Context: an optimization exercise on an open-source flow, tuned for small area and a short achievable clock period. The choices shown serve that exercise and are no tape-out recipe. Where RTL was checked, it was by simulation tests only, not by an equivalence proof against the original. No activity file was given, so power comes from the tool's default toggle rates.

Design usb_device, start of the top module:
module usb_device #(
   parameter int EP_DEPTH = 64             
) (
   input  logic              clk,
   input  logic              rst,
   input  logic              usb_reset,    
   input  logic              rx_valid,     
   input  logic              rx_active,    
   input  logic [7:0]        rx_data,
   output logic              tx_valid,     
   output logic [7:0]        tx_data,
   input  logic              tx_ready,
   input  logic              cfg_req,
   input  logic [1:0]        cfg_op,
   input  logic              cfg_ep,
   input  logic [6:0]        cfg_data,
   output logic              cfg_ack,
   input  logic              ep0_out_rd,
   output logic [7:0]        ep0_out_dout,
   output logic              ep0_out_empty,
   input  logic              ep0_in_wr,
   input  logic [7:0]        ep0_in_din,
   output logic              ep0_in_full,
   input  logic              ep1_in_wr,
   input  logic [7:0]        ep1_in_din,
   output logic              ep1_in_full
);
Size: roughly 65 I/O pins, roughly 66000 µm² of cells after synthesis.
make LEC_CHECK=0 CAP_MARGIN=20 CORE_MARGIN=2 CORE_UTILIZATION=40 CTS_CLUSTER_DIAMETER=120 CTS_CLUSTER_SIZE=30 SETUP_SLACK_MARGIN=2.0 SLEW_MARGIN=20 TNS_END_PERCENT=20 finish   # period 4.2 ns
run.sh (not shown) runs the stock make flow with config.mk's settings and CLKGATE_MAP_FILE= SYNTH_SCRIPT=/design/flow/synth_recipe.tcl, a recipe that flattens the netlist after the stock synthesis.
Next try:
--- a/flow/config.mk
+++ b/flow/config.mk
@@ -8,8 +8,9 @@
 export CAP_MARGIN = 20
+export CELL_PAD_IN_SITES_GLOBAL_PLACEMENT = 0
 export CORE_MARGIN = 2
-export CORE_UTILIZATION = 40
+export CORE_UTILIZATION = 50
 export CTS_CLUSTER_DIAMETER = 120
 export CTS_CLUSTER_SIZE = 30
+export PLACE_DENSITY = 0.65
 export SETUP_SLACK_MARGIN = 2.0
 export SLEW_MARGIN = 20
-export TNS_END_PERCENT = 20
=>
- worst setup slack improved by 120 ps
- critical path depth went up by 4
- global-route usage went up by 4.9 points
- power went up slightly
- wire length went down by a few percent
- synthesized cell count is unchanged
Next try:
--- a/flow/config.mk
+++ b/flow/config.mk
@@ -8,8 +8,6 @@
 export CAP_MARGIN = 20
-export CELL_PAD_IN_SITES_GLOBAL_PLACEMENT = 0
 export CORE_MARGIN = 2
-export CORE_UTILIZATION = 50
+export CORE_UTILIZATION = 40
 export CTS_CLUSTER_DIAMETER = 120
 export CTS_CLUSTER_SIZE = 30
-export PLACE_DENSITY = 0.65
 export SETUP_SLACK_MARGIN = 2.0
What happened:
- sequential cell count does not change
- sequential share of layout area goes down by 0.60 points
- synthesized area does not change
- cell area went up by 0.88%
- cell count rises by 7.3%
- non-clock buffer count came out higher by 18
- utilization goes down by 11 points
- clock skew goes up by 12 ps
Next try:
--- a/flow/config.mk
+++ b/flow/config.mk
@@ -9,5 +9,6 @@
 export CORE_MARGIN = 2
-export CORE_UTILIZATION = 40
-export CTS_CLUSTER_DIAMETER = 120
-export CTS_CLUSTER_SIZE = 30
+export CORE_UTILIZATION = 50
+export CTS_CLUSTER_DIAMETER = 100
+export CTS_CLUSTER_SIZE = 24
+export PLACE_DENSITY = 0.65
 export SETUP_SLACK_MARGIN = 2.0
The changed run passed the timing, DRC and antenna checks.
First-iteration DRC count rises by 3.5%.
Area after synthesis stays the same.
Synthesized cell count does not change.
Clock skew decreases by 19 ps.
Power is higher by 1.8%.
Cell area shrinks by 0.73%.
Worst setup slack barely changes.
Via count rises by 0.81%.
Next try:
--- a/flow/config.mk
+++ b/flow/config.mk
@@ -9,6 +9,6 @@
 export CORE_MARGIN = 2
-export CORE_UTILIZATION = 50
-export CTS_CLUSTER_DIAMETER = 100
-export CTS_CLUSTER_SIZE = 24
-export PLACE_DENSITY = 0.65
+export CORE_UTILIZATION = 55
+export CTS_CLUSTER_DIAMETER = 120
+export CTS_CLUSTER_SIZE = 30
+export PLACE_DENSITY = 0.68
 export SETUP_SLACK_MARGIN = 2.0
Effect: Synthesized area is unchanged. Worst setup slack got worse by 65 ps. Combinational power drops slightly. Count of clock-buffer cells in the layout drops by 18. Sequential share of layout area drops by 0.14 points. Via count climbs slightly.
Next try:
--- a/flow/config.mk
+++ b/flow/config.mk
@@ -9,7 +9,7 @@
 export CORE_MARGIN = 2
-export CORE_UTILIZATION = 55
+export CORE_UTILIZATION = 50
 export CTS_CLUSTER_DIAMETER = 120
 export CTS_CLUSTER_SIZE = 30
-export PLACE_DENSITY = 0.68
-export SETUP_SLACK_MARGIN = 2.0
+export PLACE_DENSITY = 0.65
+export SETUP_SLACK_MARGIN = 2.05
 export SLEW_MARGIN = 20
Utilization shrinks by 5.7 points.
Worst setup slack is better by 76 ps.
Power barely changes.
Area after synthesis is unchanged.
Routed wire length fell by 0.43%.


Another version of the RTL of usb_device (not shown whole).
Size in the first run: ~65 I/O pins, ~66000 µm² of cells after synthesis.
export LEC_CHECK = 0
export CAP_MARGIN = 20
export CORE_MARGIN = 2
export CORE_UTILIZATION = 40
export CTS_CLUSTER_DIAMETER = 120
export CTS_CLUSTER_SIZE = 30
export SETUP_SLACK_MARGIN = 2.07
export SLEW_MARGIN = 20
create_clock -name core_clock -period 4.2 [get_ports {clk}]
The first run went through all stages and came out clean.
Change:
--- a/flow/config.mk
+++ b/flow/config.mk
@@ -11,4 +11,4 @@
 export CTS_CLUSTER_DIAMETER = 120
 export CTS_CLUSTER_SIZE = 30
-export SETUP_SLACK_MARGIN = 2.07
+export SETUP_SLACK_MARGIN = 2.0
 export SLEW_MARGIN = 20
Result:
- via count stays flat
- die area does not change
- final area drops by 1.1%
- non-clock buffer count climbs by 7
- routed wire length drops by about 1.8%
- sequential power hardly moves
Function was not checked in any run of this note: the RTL went through the layout flow alone.


## before
RTL: one of the versions met above, not the one the previous note started from.
For scale: about 4200 cells after synthesis, about 1800 flip-flops, roughly 65 I/O pins, ~66000 um^2 of cells after synthesis.
==> flow/config.mk <==
export PLATFORM = sky130hd
export DESIGN_NAME = usb_device
export DESIGN_NICKNAME = usb_device
export VERILOG_FILES = /design/flow/design.v
export SDC_FILE = /design/flow/constraint.sdc
export NUM_CORES = 4
export LEC_CHECK = 0
export CAP_MARGIN = 20
export CORE_MARGIN = 2
export CORE_UTILIZATION = 40
export SETUP_SLACK_MARGIN = 2.0
export SLEW_MARGIN = 20
==> flow/constraint.sdc <==
create_clock -name core_clock -period 4.2 [get_ports {clk}]
set_input_delay 0.8400 -clock core_clock [delete_from_list [all_inputs] [get_ports {clk}]]
set_output_delay 0.8400 -clock core_clock [all_outputs]
set_load 0.01 [all_outputs]
Input changes introduced in after (baseline for comparison: before):
# before
export LEC_CHECK = 0
export CAP_MARGIN = 20
export CORE_MARGIN = 2
export CORE_UTILIZATION = 40
export SETUP_SLACK_MARGIN = 2.0
export SLEW_MARGIN = 20
create_clock -name core_clock -period 4.2 [get_ports {clk}]
# after
export LEC_CHECK = 0
export CAP_MARGIN = 20
export CORE_MARGIN = 2
export CORE_UTILIZATION = 50
export CTS_CLUSTER_DIAMETER = 120
export CTS_CLUSTER_SIZE = 30
export PLACE_DENSITY = 0.65
export SETUP_SLACK_MARGIN = 2.0
export SLEW_MARGIN = 20
create_clock -name core_clock -period 4.2 [get_ports {clk}]
--- outcome ---
- Starting utilization of the core area is lower on before
- Summary: maximum frequency, after better than before
- In the reports for before and after, the larger count of clock-buffer cells in the layout belongs to before.
- The number of signal-net buffers in the layout number comes out lower for after vs before.
- Global-route usage ended up 4.4 points higher on after than on before.
- The capturing instance or port of the critical path comes out ep0_out_fifo_i.head[7]$_DFFE_PP_ in one run and ep0_in_fifo_i.count[3]$_SDFFE_PP0P_ in the other, namely in before and after respectively.
- On placeable core area: between before and after, it ends up lower for after.
- The critical path class comes out flop to flop in one run and input port to flop in the other, namely in before and after respectively.
- Total power of after is lower than that of before.
- Comparing growth of design area from synthesis to finish for before and after, the smaller number came from after.

-- separate check: timing with driven ports --
How much do the figures lean on ideal ports? The routed layouts below were timed once more, with nothing changed but the port constraints.
Step 1 (the two cells are an assumption about what drives the block):
set clk [get_ports {clk}]
set_driving_cell -lib_cell sky130_fd_sc_hd__clkbuf_16 $clk
set_driving_cell -lib_cell sky130_fd_sc_hd__buf_2 [delete_from_list [all_inputs] $clk]
Step 2 times the ports against the registers' clock, not the clock port: input delays grow and output delays shrink by t, the midpoint of the rising clock arrivals with the driver on.
a / b / c = ideal ports / drivers / drivers and shift; a / b = the first two.
| run | shift t [ns] | setup slack, ns | worst setup path after step 2 | worst data-port slew with drivers (ns) |
|---|---|---|---|---|
| the first run of note 1 | 0.774 | 1.873 / 1.877 / 1.136 | input to register | 0.23 |
| the second run of note 1 | 0.778 | 1.995 / 1.964 / 1.254 | input to register | 0.15 |
| the third run of note 1 | 0.784 | 1.976 / 1.942 / 1.157 | input to register | 0.20 |
| the fourth run of note 1 | 0.794 | 1.974 / 1.958 / 1.230 | input to register | 0.16 |
| the fifth run of note 1 | 0.772 | 1.909 / 1.968 / 1.196 | input to register | 0.16 |
| the sixth run of note 1 | 0.798 | 1.986 / 1.916 / 1.222 | input to register | 0.19 |
| the first run of note 2 | 0.806 | 1.979 / 1.978 / 1.241 | input to register | 0.20 |
| the second run of note 2 | 0.792 | 1.992 / 1.971 / 1.179 | input to register | 0.21 |
| before | 0.865 | 1.983 / 1.891 / 1.025 | input to register | 0.21 |
| after | 0.778 | 1.995 / 1.964 / 1.254 | input to register | 0.15 |
After both steps setup and hold are still met in every run listed. For before, which loses most, drivers alone change the setup slack by -0.092 ns; drivers and shift together by -0.958 ns.
